Source: an optimization exercise on an open RTL-to-GDS flow (aim: small area, a short achievable clock period and few clock cycles). Production flows keep margins and buffers that such runs may drop. RTL that was checked went through simulation tests only; none was proved equivalent to the original.

==> job 6276: inputs <==
## plot_command_stream_parser_core
module plot_command_stream_parser_core (
  input  logic                                  clk,
  input  logic                                  rst,
  input  logic                                  psel,
  input  logic                                  penable,
  input  logic                                  pwrite,
  input  logic [pcsp_pkg::PADDR_BITS-1:0]        paddr,
  input  logic [pcsp_pkg::PDATA_BITS-1:0]        pwdata,
  output logic [pcsp_pkg::PDATA_BITS-1:0]        prdata,
  output logic                                  pready,
  input  logic                                  in_valid,
  output logic                                  in_stall,
  input  logic [7:0]                            ch,
  output logic                                  out_valid,
  input  logic                                  out_stall,
  output logic [1:0]                            event_res,
  output logic [pcsp_pkg::COORD_BITS-1:0]        x_from,
  output logic [pcsp_pkg::COORD_BITS-1:0]        y_from,
  output logic [pcsp_pkg::COORD_BITS-1:0]        x_to,
  output logic [pcsp_pkg::COORD_BITS-1:0]        y_to,
  output logic [6:0]                            code_number
);
==> module plot_command_stream_parser_core, before the edit <==
module plot_command_stream_parser_core (
  input  logic                                  clk,
  input  logic                                  rst,
  input  logic                                  psel,
  input  logic                                  penable,
  input  logic                                  pwrite,
  input  logic [pcsp_pkg::PADDR_BITS-1:0]        paddr,
  input  logic [pcsp_pkg::PDATA_BITS-1:0]        pwdata,
  output logic [pcsp_pkg::PDATA_BITS-1:0]        prdata,
  output logic                                  pready,
  input  logic                                  in_valid,
  output logic                                  in_stall,
  input  logic [7:0]                            ch,
  output logic                                  out_valid,
  input  logic                                  out_stall,
  output logic [1:0]                            event_res,
  output logic [pcsp_pkg::COORD_BITS-1:0]        x_from,
  output logic [pcsp_pkg::COORD_BITS-1:0]        y_from,
  output logic [pcsp_pkg::COORD_BITS-1:0]        x_to,
  output logic [pcsp_pkg::COORD_BITS-1:0]        y_to,
  output logic [6:0]                            code_number
);
  pcsp_pkg::pcsp_cfg_t cfg;
  logic       blocked, go, emit, seg, seg_n;
  logic [6:0] dval;
  logic [pcsp_pkg::COORD_BITS-1:0] pos_x_n, pos_y_n, prev_x_n, prev_y_n;
  pcsp_cfg u_cfg (
    .clk     (clk),
    .rst     (rst),
    .psel    (psel),
    .penable (penable),
    .pwrite  (pwrite),
    .paddr   (paddr),
    .pwdata  (pwdata),
    .prdata  (prdata),
    .pready  (pready),
    .cfg     (cfg)
  );
  assign in_stall = blocked;
  logic       a_valid;
  logic [7:0] a_ch;
  assign a_valid = in_valid;
  assign a_ch    = ch;
  logic       b_valid, b_axis;
  logic [3:0] b_cc, a_cc;
  logic       a_digit;
  logic [pcsp_pkg::TERM_BITS-1:0] b_term, a_term;
  logic       last_y;
  logic [3:0] last_dig;
  logic       a_cr;
  assign a_cr  = (a_ch == CH_CR);
  assign a_digit = (a_ch >= CH_0) && (a_ch <= CH_9);
  assign a_cc    = a_digit          ? a_ch[3:0] :
                   (a_ch == CH_LF)  ? C_LF  :
                   (a_ch == CH_X)   ? C_X   :
                   (a_ch == CH_Y)   ? C_Y   :
                   (a_ch == CH_D)   ? C_D   :
                   (a_ch == CH_PCT) ? C_PCT : C_OTHER;
  pcsp_scale u_scale (
    .dig        (a_ch[3:0]),
    .lo         (last_dig),
    .decimals   (last_y ? cfg.y_decimals : cfg.x_decimals),
    .inch_units (cfg.inch_units),
    .term       (a_term)
  );
  always_ff @(posedge clk) begin
    if (rst) begin
      b_valid  <= 1'b0;
      last_y   <= 1'b0;
      last_dig <= '0;
    end else if (!blocked) begin
      b_valid <= a_valid && !a_cr;
      if (a_valid && (a_cc == C_X || a_cc == C_Y)) begin
        last_y   <= (a_cc == C_Y);
        last_dig <= '0;
      end else if (a_valid && a_digit) begin
        last_dig <= a_ch[3:0];
      end
    end
  end
  always_ff @(posedge clk) begin
    if (!blocked) begin
      b_cc   <= a_cc;
      b_term <= a_term;
      b_axis <= last_y;
    end
  end
  assign go = b_valid && !blocked;
  pcsp_parse u_parse (
    .clk      (clk),
    .rst      (rst),
    .go       (go),
    .cc       (b_cc),
    .term     (b_term),
    .axis_y   (b_axis),
    .cfg      (cfg),
    .emit     (emit),
    .seg      (seg),
    .dval     (dval),
    .pos_x_n  (pos_x_n),
    .pos_y_n  (pos_y_n),
    .prev_x_n (prev_x_n),
    .prev_y_n (prev_y_n)
  );
  pcsp_obuf u_obuf (
    .clk       (clk),
    .rst       (rst),
    .emit      (emit),
    .seg       (seg),
    .blocked   (blocked),
    .out_valid (out_valid),
    .out_stall (out_stall),
    .seg_n     (seg_n)
  );
  assign code_number = dval;
  assign event_res   = !seg_n ? EV_SEGMENT : (dval >= 7'd10) ? EV_APERTURE : EV_UNKNOWN;
  assign x_from = ~(prev_x_n | {pcsp_pkg::COORD_BITS{seg_n}});
  assign y_from = ~(prev_y_n | {pcsp_pkg::COORD_BITS{seg_n}});
  assign x_to   = ~(pos_x_n  | {pcsp_pkg::COORD_BITS{seg_n}});
  assign y_to   = ~(pos_y_n  | {pcsp_pkg::COORD_BITS{seg_n}});
endmodule
clock: 11.0 ns
lec_check: 0
abc_area: 1
cap_margin: 20
core_margin: 2
core_utilization: 55
cts_buf_list: sky130_fd_sc_hd__clkbuf_8
cts_cluster_diameter: 50
cts_cluster_size: 14
slew_margin: 20
standard.sh (not shown) runs the stock make flow with config.mk's settings and CLKGATE_MAP_FILE= SYNTH_SCRIPT=/design/flow/synth_recipe.tcl, a recipe that flattens the netlist after the stock synthesis.
==> flow/flow/run.sh <==
#!/bin/bash
# The standard layout (standard.sh: the standard synthesis, floorplan, placement,
# CTS, routing) with two settings it does not expose: the port buffers are the
# smallest plain buffer, and timing repair aims at a setup slack of
# SETUP_SLACK_MARGIN ns at the design's clock period. make's output goes to
# flow_make.log; each ORFS step keeps its own log under orfs/logs.
set -euo pipefail
export SETUP_SLACK_MARGIN=6.0
export BUFFER_PORTS_ARGS="-buffer_cell sky130_fd_sc_hd__buf_1"
bash standard.sh > flow_make.log 2>&1
==> job 8328 (differences from job 6276) <==
--- a/flow/design.v
+++ b/flow/design.v
@@ -115,11 +115,10 @@
   output logic [pcsp_pkg::TERM_BITS-1:0]      term
 );
   logic [2:0]  d;
   logic        fine;
   logic [24:0] k;
-  logic [26:0] k3;
   assign d    = (decimals > 3'd6) ? 3'd6 : decimals;
   assign fine = inch_units && (d == 3'd6);
   always_comb begin
     case ({inch_units, d})
       4'b0_000: k = 25'd1000000;
@@ -133,29 +132,11 @@
       4'b1_001: k = 25'd2540000;
       4'b1_010: k = 25'd254000;
       4'b1_011: k = 25'd25400;
       4'b1_100: k = 25'd2540;
       4'b1_101: k = 25'd254;
-      default:  k = '0;
-    endcase
-  end
-  always_comb begin
-    case ({inch_units, d})
-      4'b0_000: k3 = 27'd3000000;
-      4'b0_001: k3 = 27'd300000;
-      4'b0_010: k3 = 27'd30000;
-      4'b0_011: k3 = 27'd3000;
-      4'b0_100: k3 = 27'd300;
-      4'b0_101: k3 = 27'd30;
-      4'b0_110: k3 = 27'd3;
-      4'b1_000: k3 = 27'd76200000;
-      4'b1_001: k3 = 27'd7620000;
-      4'b1_010: k3 = 27'd762000;
-      4'b1_011: k3 = 27'd76200;
-      4'b1_100: k3 = 27'd7620;
-      4'b1_101: k3 = 27'd762;
-      default:  k3 = '0;
+      default:  k = 25'd0;
     endcase
   end
   logic [8:0] fine_term;
   always_comb begin
     case (dig)
@@ -176,18 +157,18 @@
       4'd3, 4'd8: fine_term = fine_term + 9'd2;
       4'd4, 4'd9: fine_term = fine_term - 9'd4;
       default: ;
     endcase
   end
-  logic [TERM_BITS-1:0] coarse_term, pa, pb;
-  assign pa = (dig[1:0] == 2'd3) ? TERM_BITS'(k3) :
-              (dig[1:0] == 2'd2) ? TERM_BITS'(k) << 1 :
-              (dig[1:0] == 2'd1) ? TERM_BITS'(k) : '0;
-  assign pb = dig[3] ? TERM_BITS'(k) << 3 : dig[2] ? TERM_BITS'(k) << 2 : '0;
-  pcsp_add2 #(.W(TERM_BITS)) u_add (
-    .a   (pa),
-    .b   (pb),
+  logic [TERM_BITS-1:0] coarse_term, pp0, pp1, pp2;
+  assign pp0 = dig[0] ? TERM_BITS'(k) : '0;
+  assign pp1 = dig[1] ? TERM_BITS'(k) << 1 : '0;
+  assign pp2 = dig[3] ? TERM_BITS'(k) << 3 : dig[2] ? TERM_BITS'(k) << 2 : '0;
+  pcsp_add3 #(.W(TERM_BITS)) u_add (
+    .a   (pp0),
+    .b   (pp1),
+    .c   (pp2),
     .sum (coarse_term)
   );
   assign term = fine ? {{(TERM_BITS-9){fine_term[8]}}, fine_term} : coarse_term;
 endmodule
 module pcsp_add3 #(
@@ -218,37 +199,10 @@
       end
     end
     sum = p ^ {gg[W-2:0], 1'b0};
   end
 endmodule
-module pcsp_add2 #(
-  parameter int W = 29
-) (
-  input  logic [W-1:0] a,
-  input  logic [W-1:0] b,
-  output logic [W-1:0] sum
-);
-  logic [W-1:0] p, gg, pp;
-  always_comb begin
-    p  = a ^ b;
-    gg = a & b;
-    pp = p;
-    for (int d = 1; d < W; d = d * 2) begin
-      for (int i = 2 * d - 1; i < W; i = i + 2 * d) begin
-        gg[i] = gg[i] | (pp[i] & gg[i - d]);
-        pp[i] = pp[i] & pp[i - d];
-      end
-    end
-    for (int d = 32; d >= 1; d = d / 2) begin
-      for (int i = 3 * d - 1; i < W; i = i + 2 * d) begin
-        gg[i] = gg[i] | (pp[i] & gg[i - d]);
-        pp[i] = pp[i] & pp[i - d];
-      end
-    end
-    sum = p ^ {gg[W-2:0], 1'b0};
-  end
-endmodule
 `timescale 1ns / 1ps
 import pcsp_pkg::*;
 module pcsp_parse (
   input  logic                           clk,
   input  logic                           rst,
@@ -435,12 +389,22 @@
     .cfg     (cfg)
   );
   assign in_stall = blocked;
   logic       a_valid;
   logic [7:0] a_ch;
-  assign a_valid = in_valid;
-  assign a_ch    = ch;
+  always_ff @(posedge clk) begin
+    if (rst) begin
+      a_valid <= 1'b0;
+    end else if (!blocked) begin
+      a_valid <= in_valid;
+    end
+  end
+  always_ff @(posedge clk) begin
+    if (!blocked) begin
+      a_ch <= ch;
+    end
+  end
   logic       b_valid, b_axis;
   logic [3:0] b_cc, a_cc;
   logic       a_digit;
   logic [pcsp_pkg::TERM_BITS-1:0] b_term, a_term;
   logic       last_y;
==> flow/flow/run.sh (replaced) <==
#!/bin/bash
# The standard layout (standard.sh: the standard synthesis, floorplan, placement,
# CTS, routing) with two settings it does not expose: the port buffers are the
# smallest plain buffer, and timing repair aims at a setup slack of
# SETUP_SLACK_MARGIN ns at the design's clock period. make's output goes to
# flow_make.log; each ORFS step keeps its own log under orfs/logs.
set -euo pipefail
export SETUP_SLACK_MARGIN=6.3
export BUFFER_PORTS_ARGS="-buffer_cell sky130_fd_sc_hd__buf_1"
bash standard.sh > flow_make.log 2>&1
--- a/flow/config.mk
+++ b/flow/config.mk
@@ -6,10 +6,8 @@
 export NUM_CORES = 4
 export LEC_CHECK = 0
 export ABC_AREA = 1
 export CAP_MARGIN = 20
 export CORE_MARGIN = 2
-export CORE_UTILIZATION = 55
+export CORE_UTILIZATION = 40
 export CTS_BUF_LIST = sky130_fd_sc_hd__clkbuf_8
-export CTS_CLUSTER_DIAMETER = 50
-export CTS_CLUSTER_SIZE = 14
 export SLEW_MARGIN = 20
==> job 8902 (differences from job 6276) <==
--- a/flow/design.v
+++ b/flow/design.v
@@ -435,12 +435,22 @@
     .cfg     (cfg)
   );
   assign in_stall = blocked;
   logic       a_valid;
   logic [7:0] a_ch;
-  assign a_valid = in_valid;
-  assign a_ch    = ch;
+  always_ff @(posedge clk) begin
+    if (rst) begin
+      a_valid <= 1'b0;
+    end else if (!blocked) begin
+      a_valid <= in_valid;
+    end
+  end
+  always_ff @(posedge clk) begin
+    if (!blocked) begin
+      a_ch <= ch;
+    end
+  end
   logic       b_valid, b_axis;
   logic [3:0] b_cc, a_cc;
   logic       a_digit;
   logic [pcsp_pkg::TERM_BITS-1:0] b_term, a_term;
   logic       last_y;
--- a/flow/config.mk
+++ b/flow/config.mk
@@ -6,10 +6,10 @@
 export NUM_CORES = 4
 export LEC_CHECK = 0
 export ABC_AREA = 1
 export CAP_MARGIN = 20
 export CORE_MARGIN = 2
-export CORE_UTILIZATION = 55
+export CORE_UTILIZATION = 80
 export CTS_BUF_LIST = sky130_fd_sc_hd__clkbuf_8
-export CTS_CLUSTER_DIAMETER = 50
-export CTS_CLUSTER_SIZE = 14
+export CTS_CLUSTER_DIAMETER = 60
+export CTS_CLUSTER_SIZE = 20
 export SLEW_MARGIN = 20
==> impl_metrics.ini <==
[grt]
grt_overflow = 0
vias_in_the_first_global_route = 15220

[run_status]
result_of_the_run = finished clean

[routing]
detail_route.iter0.violations = 925

[die]
initial_core_util_pct = 55.54

[synthesis]
synth_compound_area_share_pct = 10.41

[layout]
top_area_cell_class = multi-input gates
final-seq-area_sq_um = 8602
layout-drive-gt1-share_pct = 9.168

[setup_path]
crit_path_end = prdata[0]

[sta]
rsz0062_at_grt = true
the above is filed under job 6276

==> impl_metrics.ini <==
[grt]
grt_util_met1_pct = 75.23

[synthesis]
post_synth_fa_ha_maj_area_fraction_pct = 17.43
synth_compound_area_share_pct = 10.81
synth_warnings = 7

[die]
initial_core_util_pct = 81.64

[run_status]
exit_stage = global routing
stop_error = [ERROR GRT-0232] Routing congestion too high. Check the congestion heatmap in the GUI.
result_of_the_run = stopped before the end

[clock_tree]
numCtsBuffers = 25
the above is filed under job 8902

==> impl_metrics.ini <==
[synthesis]
synth_compound_area_share_pct = 10.25

[layout]
final-seq-area_sq_um = 9022
top_area_cell_class = multi-input gates

[setup_path]
crit_path_end = prdata[0]

[sta]
rsz0062_at_grt = true

[run_status]
result_of_the_run = finished clean

[routing]
detail_route.iter0.violations = 1179

[grt]
grt_overflow = 0
the above is filed under job 8328

Testbench counts of job 8328, summed over its fixed seeds: cycles 24,064.
Testbench counts of job 8902, summed over its fixed seeds: cycles 24,064.
The RTL of job 6276 was laid out without a check of its function.

## what the ideal ports hide
Ports are ideal in the flow. The routed layouts listed here were re-timed in OpenROAD.
Step 1: set_driving_cell puts a clkbuf_16 on clk and a buf_2 on each other input, an assumption about the parent block.
Step 2 moves the port delays by t, midway between the first and last clock arrival at a register: inputs arrive t later, outputs are due t later. That takes back most of the time a late clock gives input paths.
Three values: no drivers, after step 1, after step 2; two values: the first two.
run | t, ns | slack for setup (ns) | worst register clock-pin slew, ns
job 6276 | 0.651 | 5.922 / 5.853 / 5.463 | 0.09 / 0.09
job 8328 | 0.682 | 5.967 / 5.901 / 5.870 | 0.07 / 0.07
After both steps setup and hold are still met in every run listed. For job 6276, which loses most, drivers alone change the setup slack by -0.069 ns; drivers and shift together by -0.459 ns.
